From an optimization exercise on the open Yosys and OpenROAD flow, aimed at small area; shortcuts taken in it are not production practice. Function was checked by simulation only, so behaviour that the tests miss may differ from the original. No driver is modelled on the clock port, so clocking that relies on it looks cheaper here than on a real chip. No activity file was given, so power comes from the tool's default toggle rates.

==> build 88 <==
## reg_file
module reg_file #(
   parameter int DATA_WIDTH = 32,
   parameter int ADDR_WIDTH = 5
) (
   input  logic                  clk,
   input  logic                  rst_n,
   input  logic [DATA_WIDTH-1:0] sbus_in,
   input  logic [ADDR_WIDTH-1:0] write_select,
   input  logic [ADDR_WIDTH-1:0] sbus_select,
   input  logic [ADDR_WIDTH-1:0] alu_select,
   output logic [DATA_WIDTH-1:0] sbus_out,
   output logic [DATA_WIDTH-1:0] alu_out
);
==> module reg_file, before the edit <==
module reg_file #(
   parameter int DATA_WIDTH = 32,
   parameter int ADDR_WIDTH = 5
) (
   input  logic                  clk,
   input  logic                  rst_n,
   input  logic [DATA_WIDTH-1:0] sbus_in,
   input  logic [ADDR_WIDTH-1:0] write_select,
   input  logic [ADDR_WIDTH-1:0] sbus_select,
   input  logic [ADDR_WIDTH-1:0] alu_select,
   output logic [DATA_WIDTH-1:0] sbus_out,
   output logic [DATA_WIDTH-1:0] alu_out
);
   localparam int N = 2 ** ADDR_WIDTH;
   logic [N-1:1][DATA_WIDTH-1:0] regs;
   always_ff @(posedge clk) begin
      if (!rst_n) begin
         for (int i = 1; i < N; i++) regs[i] <= '0;
      end else if (write_select != '0) begin
         regs[write_select] <= sbus_in;
      end
   end
   always_comb begin
      sbus_out = (sbus_select == '0) ? '0 : regs[sbus_select];
      alu_out  = (alu_select  == '0) ? '0 : regs[alu_select];
   end
endmodule
==> flow/config.mk <==
export PLATFORM = sky130hd
export DESIGN_NAME = reg_file
export DESIGN_NICKNAME = reg_file
export VERILOG_FILES = /design/flow/design.v
export SDC_FILE = /design/flow/constraint.sdc
export NUM_CORES = 4
export LEC_CHECK = 0
export CAP_MARGIN = 20
export CORE_MARGIN = 2
export CORE_UTILIZATION = 40
export SLEW_MARGIN = 20
==> flow/constraint.sdc <==
create_clock -name core_clock -period 8.0 [get_ports {clk}]
set_input_delay 1.6000 -clock core_clock [delete_from_list [all_inputs] [get_ports {clk}]]
set_output_delay 1.6000 -clock core_clock [all_outputs]
set_load 0.01 [all_outputs]
run.sh (not shown) runs the stock make flow with config.mk's settings and CLKGATE_MAP_FILE= SYNTH_SCRIPT=/design/flow/synth_recipe.tcl, a recipe that flattens the netlist after the stock synthesis.
==> build 4 (differences from build 88) <==
--- a/flow/design.v
+++ b/flow/design.v
@@ -15,13 +15,63 @@
    logic [N-1:1][DATA_WIDTH-1:0] regs;
-   always_ff @(posedge clk) begin
-      if (!rst_n) begin
-         for (int i = 1; i < N; i++) regs[i] <= '0;
-      end else if (write_select != '0) begin
-         regs[write_select] <= sbus_in;
+   logic [N-1:1][DATA_WIDTH-1:0] regs_d;
+   logic [DATA_WIDTH-1:0] wdata;
+   logic [N-1:1] wen, wen_n, rs, ra;
+   assign wdata = sbus_in & {DATA_WIDTH{rst_n}};
+   always_comb begin
+      for (int i = 1; i < N; i++) begin
+         wen_n[i] = (write_select != ADDR_WIDTH'(i)) & rst_n;
+         wen[i]   = ~wen_n[i];
+         rs[i]    = (sbus_select == ADDR_WIDTH'(i));
+         ra[i]    = (alu_select == ADDR_WIDTH'(i));
       end
    end
-   always_comb begin
-      sbus_out = (sbus_select == '0) ? '0 : regs[sbus_select];
-      alu_out  = (alu_select  == '0) ? '0 : regs[alu_select];
+   for (genvar i = 1; i < N; i++) begin : g_row
+      for (genvar b = 0; b < DATA_WIDTH; b++) begin : g_bit
+         rf_ao22 u_next (.a1(regs[i][b]), .a2(wen_n[i]), .b1(wdata[b]), .b2(wen[i]), .y(regs_d[i][b]));
+      end
+   end
+   always_ff @(posedge clk) regs <= regs_d;
+   for (genvar b = 0; b < DATA_WIDTH; b++) begin : g_rd
+      logic [N-1:1] col;
+      for (genvar i = 1; i < N; i++) begin : g_col
+         assign col[i] = regs[i][b];
+      end
+      rf_read u_s (.q(col), .s(rs), .y(sbus_out[b]));
+      rf_read u_a (.q(col), .s(ra), .y(alu_out[b]));
    end
 endmodule
+module rf_read (
+   input  logic [31:1] q,
+   input  logic [31:1] s,
+   output logic        y
+);
+   logic [10:0] g;
+   logic [2:0]  h;
+   for (genvar k = 0; k < 10; k++) begin : g_aoi
+      rf_aoi222 u (.a1(q[3*k+1]), .a2(s[3*k+1]), .b1(q[3*k+2]), .b2(s[3*k+2]),
+                   .c1(q[3*k+3]), .c2(s[3*k+3]), .y(g[k]));
+   end
+   rf_nand2 u_n31 (.a(q[31]), .b(s[31]), .y(g[10]));
+   rf_nand4 u_h0 (.a(g[0]), .b(g[1]), .c(g[2]), .d(g[3]), .y(h[0]));
+   rf_nand4 u_h1 (.a(g[4]), .b(g[5]), .c(g[6]), .d(g[7]), .y(h[1]));
+   rf_nand3 u_h2 (.a(g[8]), .b(g[9]), .c(g[10]), .y(h[2]));
+   rf_or3   u_o  (.a(h[0]), .b(h[1]), .c(h[2]), .y(y));
+endmodule
+module rf_ao22 (input logic a1, a2, b1, b2, output logic y);
+   assign y = (a1 & a2) | (b1 & b2);
+endmodule
+module rf_aoi222 (input logic a1, a2, b1, b2, c1, c2, output logic y);
+   assign y = ~((a1 & a2) | (b1 & b2) | (c1 & c2));
+endmodule
+module rf_nand2 (input logic a, b, output logic y);
+   assign y = ~(a & b);
+endmodule
+module rf_nand3 (input logic a, b, c, output logic y);
+   assign y = ~(a & b & c);
+endmodule
+module rf_nand4 (input logic a, b, c, d, output logic y);
+   assign y = ~(a & b & c & d);
+endmodule
+module rf_or3 (input logic a, b, c, output logic y);
+   assign y = a | b | c;
+endmodule
==> flow/flow/run.sh (new file) <==
#!/bin/bash
# The standard layout (standard.sh) with a few settings that ORFS reads from the environment:
# small port buffers, no large buffers in repair, and a clock tree of small buffers without
# dummy loads. Synthesis is the standard one, run unchanged.
set -euo pipefail
W=$(pwd)
F=$W/flow
bash standard.sh synth > $W/synth.log 2>&1
export PRE_GLOBAL_PLACE_TCL=$F/dont_use.tcl
export PRE_RESIZE_TCL=$F/dont_use.tcl
export PRE_CTS_TCL=$F/dont_use.tcl
export PRE_GLOBAL_ROUTE_TCL=$F/dont_use.tcl
export BUFFER_PORTS_ARGS="-buffer_cell sky130_fd_sc_hd__buf_1"
export CTS_ARGS="-sink_clustering_enable -repair_clock_nets -dont_use_dummy_load -buf_list {sky130_fd_sc_hd__clkbuf_4} -sink_clustering_size 10 -sink_clustering_max_diameter 40"
bash standard.sh finish > $W/layout.log 2>&1
==> flow/flow/dont_use.tcl (new file) <==
set_dont_use {sky130_fd_sc_hd__buf_6 sky130_fd_sc_hd__buf_8 sky130_fd_sc_hd__buf_12 sky130_fd_sc_hd__buf_16 sky130_fd_sc_hd__bufbuf_8 sky130_fd_sc_hd__bufbuf_16 sky130_fd_sc_hd__clkdlybuf4s*}
==> flow/standard.sh (new file) <==
#!/bin/bash
# synth_recipe.tcl (not shown) runs the flow's synth.tcl, then flattens the netlist and writes it again
# the make line also repeats each setting of config.mk as NAME=value (left out here)
make -C /OpenROAD-flow-scripts/flow DESIGN_CONFIG=/design/flow/config.mk WORK_HOME=/design/flow/orfs CLKGATE_MAP_FILE= SYNTH_SCRIPT=/design/flow/synth_recipe.tcl "${@:-finish}"
- CELL_PAD_IN_SITES_DETAIL_PLACEMENT: not set -> 1
- CELL_PAD_IN_SITES_GLOBAL_PLACEMENT: not set -> 2
- CORE_UTILIZATION: 40 -> 35
- GPL_TIMING_DRIVEN: not set -> 0
- SYNTH_HIERARCHICAL: not set -> 1
removed: flow/run.sh
==> run summary <==
metric                                              build 88            build 4
Power density of the placed cells              199.0 nW/um^2      228.1 nW/um^2
Global Route Usage Sum                                24.61%             38.31%
Worst hold path startpoint            regs[444]$_SDFFE_PN0P_  regs[986]$_DFF_P_
Highest achievable clock rate                      146.7 MHz          148.7 MHz
Design internal power                               8.575 mW           6.827 mW
Status                                        finished clean     finished clean
Net Switching                                       3.044 mW           3.120 mW
Endpoint with the worst hold slack    regs[444]$_SDFFE_PN0P_  regs[986]$_DFF_P_
Horiz. Die Dim                                      364.6 um           333.1 um
Number of nets in the layout                            4556               3657
DPL Wire Length                                     92850 um          142800 um
Die Y                                               364.6 um           333.1 um
Number of nets produced by synthesis                    4712               3208

## what the ideal ports hide
The results above use ideal ports. As a check the final layouts listed here were re-extracted and re-timed, cells and wires unchanged.
Step 1 sets driving cells, clkbuf_16 on the clock port and buf_2 on the other inputs (assumed; they add their load-dependent delay and slew).
Step 2 also shifts input and output timing later by t, the mid clock arrival at the registers, as if the neighbouring blocks saw the same clock.
Three values: ideal ports, drivers, drivers and shift; two values: the first two.
run | t, ns | slack for setup (ns) | worst data-port slew with drivers (ns)
build 88 | 0.775 | 1.182 / 1.083 / 1.083 | 0.11
build 4 | 1.191 | 1.276 / 1.250 / 1.250 | 0.11
After both steps every run listed still meets setup and hold. For build 88, which loses most, drivers alone change the setup slack by -0.099 ns; drivers and shift together by -0.099 ns.
